What follows belongs to an exercise in optimizing a design on an open flow for small area and a short achievable clock period; a production flow would make more cautious choices. In this exercise RTL edits were held to simulation tests only and were not proved equivalent to the original. No activity file was given, so power comes from the tool's default toggle rates.

==> flow/design.v <==
package mips_trace_pkg;
    typedef enum logic [1:0] {
        MODE_PERIODIC = 2'd0,
        MODE_GROW     = 2'd1,
        MODE_CHANGE   = 2'd2,
        MODE_SINGLE   = 2'd3
    } trace_mode_e;
    function automatic integer rec_width(input integer num_ch,
                                              input integer data_w,
                                              input integer cnt_w);
        rec_width = num_ch * data_w + cnt_w;
    endfunction
endpackage
module trace_fifo #(
    parameter int unsigned WIDTH = 8,
    parameter int unsigned DEPTH = 16
) (
    input  logic                     clk,
    input  logic                     rst_n,
    input  logic                     clear,
    input  logic                     push,
    input  logic                     rd_ready,
    input  logic [WIDTH-1:0]         wdata,
    output logic [WIDTH-1:0]         rdata,
    output logic [$clog2(DEPTH):0]   count,
    output logic                     full,
    output logic                     valid
);
    localparam int unsigned SLOTS = DEPTH - 1;
    localparam int unsigned CW    = $clog2(DEPTH) + 1;
    logic [WIDTH-1:0] head_q;
    logic [SLOTS-1:0] wr_q, rd_q, rsel_q;
    logic             csel_q;
    logic [SLOTS-1:0] wr_nx, rd_nx, rd_d;
    logic [CW-1:0]    count_q, cnt_inc, cnt_dec;
    logic             hv_q;       
    logic             ne_q;       
    logic             full_q;     
    logic             ge3, at15;
    logic             pop, inc1, wr1, rd_adv;
    logic [WIDTH-1:0] rd_mux;
    logic [WIDTH-1:0] slot_q [SLOTS];
    assign pop    = rd_ready && hv_q && !clear;
    assign inc1   = rd_ready ? !hv_q : !full_q;
    assign wr1    = rd_ready ? ne_q : (hv_q && !full_q);
    assign rd_adv = pop && ne_q;
    assign cnt_inc = count_q + CW'(1);
    assign cnt_dec = count_q - CW'(1);
    assign ge3     = (count_q > CW'(2));
    assign at15    = (count_q == CW'(DEPTH - 1));
    assign wr_nx   = {wr_q[SLOTS-2:0], wr_q[SLOTS-1]};
    assign rd_nx   = {rd_q[SLOTS-2:0], rd_q[SLOTS-1]};
    assign rd_d    = rd_adv ? rd_nx : rd_q;
    logic [CW-1:0] cnt_p, cnt_n, cnt_d;
    logic          hv_p, hv_n, ne_p, ne_n, full_p, full_n, ne_d;
    always_comb begin
        cnt_p  = inc1 ? cnt_inc : count_q;
        hv_p   = inc1 ? 1'b1    : hv_q;
        ne_p   = inc1 ? hv_q    : ne_q;
        full_p = inc1 ? at15    : full_q;
        cnt_n  = pop  ? cnt_dec : count_q;
        hv_n   = pop  ? ne_q    : hv_q;
        ne_n   = pop  ? ge3     : ne_q;
        full_n = pop  ? 1'b0    : full_q;
        cnt_d  = ({CW{push}} & cnt_p) | ({CW{!push}} & cnt_n);
        ne_d   = (push & ne_p) | (!push & ne_n);
    end
    always_ff @(posedge clk or negedge rst_n) begin
        if (!rst_n) begin
            count_q <= '0;
            hv_q    <= 1'b0;
            ne_q    <= 1'b0;
            full_q  <= 1'b0;
            wr_q    <= SLOTS'(1);
            rd_q    <= SLOTS'(1);
            rsel_q  <= '0;
            csel_q  <= 1'b1;
        end else if (clear) begin
            count_q <= '0;
            hv_q    <= 1'b0;
            ne_q    <= 1'b0;
            full_q  <= 1'b0;
            wr_q    <= SLOTS'(1);
            rd_q    <= SLOTS'(1);
            rsel_q  <= '0;
            csel_q  <= 1'b1;
        end else begin
            count_q <= cnt_d;
            hv_q    <= (push & hv_p) | (!push & hv_n);
            ne_q    <= ne_d;
            full_q  <= (push & full_p) | (!push & full_n);
            if (push && wr1) wr_q <= wr_nx;
            rd_q    <= rd_d;
            rsel_q  <= {SLOTS{ne_d}} & rd_d;
            csel_q  <= !ne_d;
        end
    end
    for (genvar s = 0; s < SLOTS; s++) begin : g_slot
        always_ff @(posedge clk) begin
            if ((wr_q[s] && !full_q) || (wr_q[s] && full_q && rd_ready)) slot_q[s] <= wdata;
        end
    end
    always_comb begin
        rd_mux = '0;
        for (int s = 0; s < SLOTS; s++) begin
            rd_mux = rd_mux | ({WIDTH{rsel_q[s]}} & slot_q[s]);
        end
    end
    logic             head_ld, head_hold;
    logic [WIDTH-1:0] head_d;
    assign head_ld   = !hv_q || rd_ready;
    assign head_hold = hv_q && !rd_ready;
    assign head_d    = ({WIDTH{head_ld}} & rd_mux)
                     | ({WIDTH{head_ld && csel_q}} & wdata)
                     | ({WIDTH{head_hold}} & head_q);
    always_ff @(posedge clk) begin
        head_q <= head_d;
    end
    assign rdata = head_q;
    assign count = count_q;
    assign full  = full_q;
    assign valid = hv_q;
endmodule
module mips_trace_capture #(
    parameter int unsigned DATA_W = 32,
    parameter int unsigned NUM_CH = 4,
    parameter int unsigned DEPTH  = 16,
    parameter int unsigned CNT_W  = 16
) (
    input  logic                       CLK,
    input  logic                       RESET,
    input  logic                       EN,
    input  logic                       CLEAR,
    input  logic [1:0]                 MODE,
    input  logic [CNT_W-1:0]           INTERVAL,
    input  logic [CNT_W-1:0]           STEP,
    input  logic [NUM_CH*DATA_W-1:0]   CH_IN,
    output logic                       RD_VALID,
    input  logic                       RD_READY,
    output logic [NUM_CH*DATA_W-1:0]   RD_DATA,
    output logic [CNT_W-1:0]           RD_TIME,
    output logic [$clog2(DEPTH):0]     COUNT,
    output logic                       OVERFLOW,
    output logic                       DONE
);
    localparam int unsigned REC_W = mips_trace_pkg::rec_width(NUM_CH, DATA_W, CNT_W);
    localparam int unsigned CH_W  = NUM_CH * DATA_W;
    logic [CNT_W-1:0]   ts_q;
    logic [CNT_W-1:0]   wt_q, wt_d;
    logic [CNT_W-1:0]   gap_q, gap_d;
    logic [CNT_W-1:0]   interval_eff;
    logic [CNT_W-1:0]   next_gap;
    logic [CNT_W:0]     gap_sum;
    logic [CNT_W-1:0]   gap_grow;
    logic [CNT_W-1:0]   wt_dec;
    logic [DATA_W-1:0]  prev0_q;
    logic               done_q, done_d;
    logic               ovf_q, ovf_d;
    logic               run, mode_chg, mode_single, mode_grow;
    logic               wt_one, wt_one_d, fire, chg, sample;
    logic               fifo_full;
    logic               fifo_valid;
    logic [REC_W-1:0]   rd_rec;
    assign run          = EN && !CLEAR;
    assign mode_chg     = MODE == 2'd2;
    assign mode_single  = MODE == 2'd3;
    assign mode_grow    = MODE == 2'd1;
    assign interval_eff = (INTERVAL == '0) ? CNT_W'(1) : INTERVAL;
    assign gap_sum      = {1'b0, gap_q} + {1'b0, STEP};
    assign gap_grow     = gap_sum[CNT_W] ? '1 : gap_sum[CNT_W-1:0];
    assign next_gap     = mode_grow ? gap_grow : gap_q;
    assign wt_dec       = wt_q - CNT_W'(1);
    assign fire         = wt_one && !mode_chg;
    assign chg          = (CH_IN[DATA_W-1:0] != prev0_q);
    assign sample       = run && (mode_chg ? chg : (fire && !(mode_single && done_q)));
    always_comb begin
        if (!run) begin
            wt_d  = interval_eff;
            gap_d = interval_eff;
        end else if (fire) begin
            wt_d  = next_gap;
            gap_d = next_gap;
        end else begin
            wt_d  = mode_chg ? wt_q : wt_dec;
            gap_d = gap_q;
        end
        if (!run)          wt_one_d = (INTERVAL[CNT_W-1:1] == '0);
        else if (fire)     wt_one_d = (gap_q == CNT_W'(1)) && (!mode_grow || (STEP == '0));
        else if (mode_chg) wt_one_d = wt_one;
        else               wt_one_d = (wt_q == CNT_W'(2));
        done_d = run && (done_q || (fire && mode_single));
        ovf_d  = !CLEAR && (ovf_q || (sample && fifo_full && !RD_READY));
    end
    always_ff @(posedge CLK or negedge RESET) begin
        if (!RESET) begin
            ts_q    <= '0;
            wt_q    <= CNT_W'(1);
            wt_one  <= 1'b1;
            gap_q   <= CNT_W'(1);
            prev0_q <= '0;
            done_q  <= 1'b0;
            ovf_q   <= 1'b0;
        end else begin
            ts_q    <= ts_q + CNT_W'(1);
            wt_q    <= wt_d;
            wt_one  <= wt_one_d;
            gap_q   <= gap_d;
            prev0_q <= CH_IN[DATA_W-1:0];
            done_q  <= done_d;
            ovf_q   <= ovf_d;
        end
    end
    trace_fifo #(
        .WIDTH (REC_W),
        .DEPTH (DEPTH)
    ) u_fifo (
        .clk      (CLK),
        .rst_n    (RESET),
        .clear    (CLEAR),
        .push     (sample),
        .rd_ready (RD_READY),
        .wdata    ({ts_q, CH_IN}),
        .rdata    (rd_rec),
        .count    (COUNT),
        .full     (fifo_full),
        .valid    (fifo_valid)
    );
    assign RD_VALID = fifo_valid;
    assign RD_DATA  = rd_rec[CH_W-1:0];
    assign RD_TIME  = rd_rec[REC_W-1 -: CNT_W];
    assign OVERFLOW = ovf_q;
    assign DONE     = done_q;
endmodule
Settings: LEC_CHECK=0, CAP_MARGIN=20, CORE_MARGIN=2, CORE_UTILIZATION=65, CTS_CLUSTER_DIAMETER=80, CTS_CLUSTER_SIZE=30, SETUP_SLACK_MARGIN=2.9, SLEW_MARGIN=20; clock period 5.5 ns.
run.sh (not shown) runs the stock make flow with config.mk's settings and CLKGATE_MAP_FILE= SYNTH_SCRIPT=/design/flow/synth_recipe.tcl, a recipe that flattens the netlist after the stock synthesis.
Then changed:
==> flow/flow/run.sh (new file) <==
#!/bin/bash
# Layout flow: the standard ORFS flow (standard.sh), unchanged except for two knobs:
#  - the port buffers that global placement inserts on every input and output are buf_2
#    cells rather than the resizer's default pick (a delay cell that repair then cannot
#    resize out of its footprint);
#  - clock tree synthesis runs without dummy loads (same clustering as config.mk asks for).
# Each step's full output goes to its own log in this folder.
set -euo pipefail
export BUFFER_PORTS_ARGS="-buffer_cell sky130_fd_sc_hd__buf_2"
export CTS_ARGS="-sink_clustering_enable -repair_clock_nets -sink_clustering_size 30 -sink_clustering_max_diameter 80 -dont_use_dummy_load"
bash standard.sh synth > synth.log 2>&1
bash standard.sh finish > layout.log 2>&1
==> flow/standard.sh (new file) <==
#!/bin/bash
# synth_recipe.tcl (not shown) runs the flow's synth.tcl, then flattens the netlist and writes it again
# the make line also repeats each setting of config.mk as NAME=value (left out here)
make -C /OpenROAD-flow-scripts/flow DESIGN_CONFIG=/design/flow/config.mk WORK_HOME=/design/flow/orfs CLKGATE_MAP_FILE= SYNTH_SCRIPT=/design/flow/synth_recipe.tcl "${@:-finish}"
removed: flow/run.sh
Synthesized area is unchanged.
Die area stays the same.
Wire length went down by 1.4%.
Global-route usage went down by 0.43 points.
Core utilization went down by 2.7 points.
Final cell count went down by 2.7%.
Synthesized cell count stays the same.
Sequential power barely changes.

static timing again, ports no longer ideal:
No port has a modelled driver above. Below, the same layouts with a new extraction and two added sets of constraints.
Step 1 assumes that a clkbuf_16 drives the clock port and a buf_2 every other input.
Step 2 adds t to the input delays and takes it off the output delays; t is the mean of the earliest and latest rising clock arrival at the registers after step 1. Input paths then give back, and output paths get back, about the clock's delay inside the block.
a / b / c = ideal ports / drivers / drivers and shift; a / b = the first two.
run	t, ns	slack for setup (ns)	clock arrival spread, ns
the first run	0.832	2.813 / 2.846 / 2.040	0.045 / 0.045
the second run	0.817	2.876 / 2.859 / 2.106	0.065 / 0.064
After both steps every run listed still meets setup and hold. For the first run, which loses most, drivers alone change the setup slack by +0.033 ns; drivers and shift together by -0.773 ns.
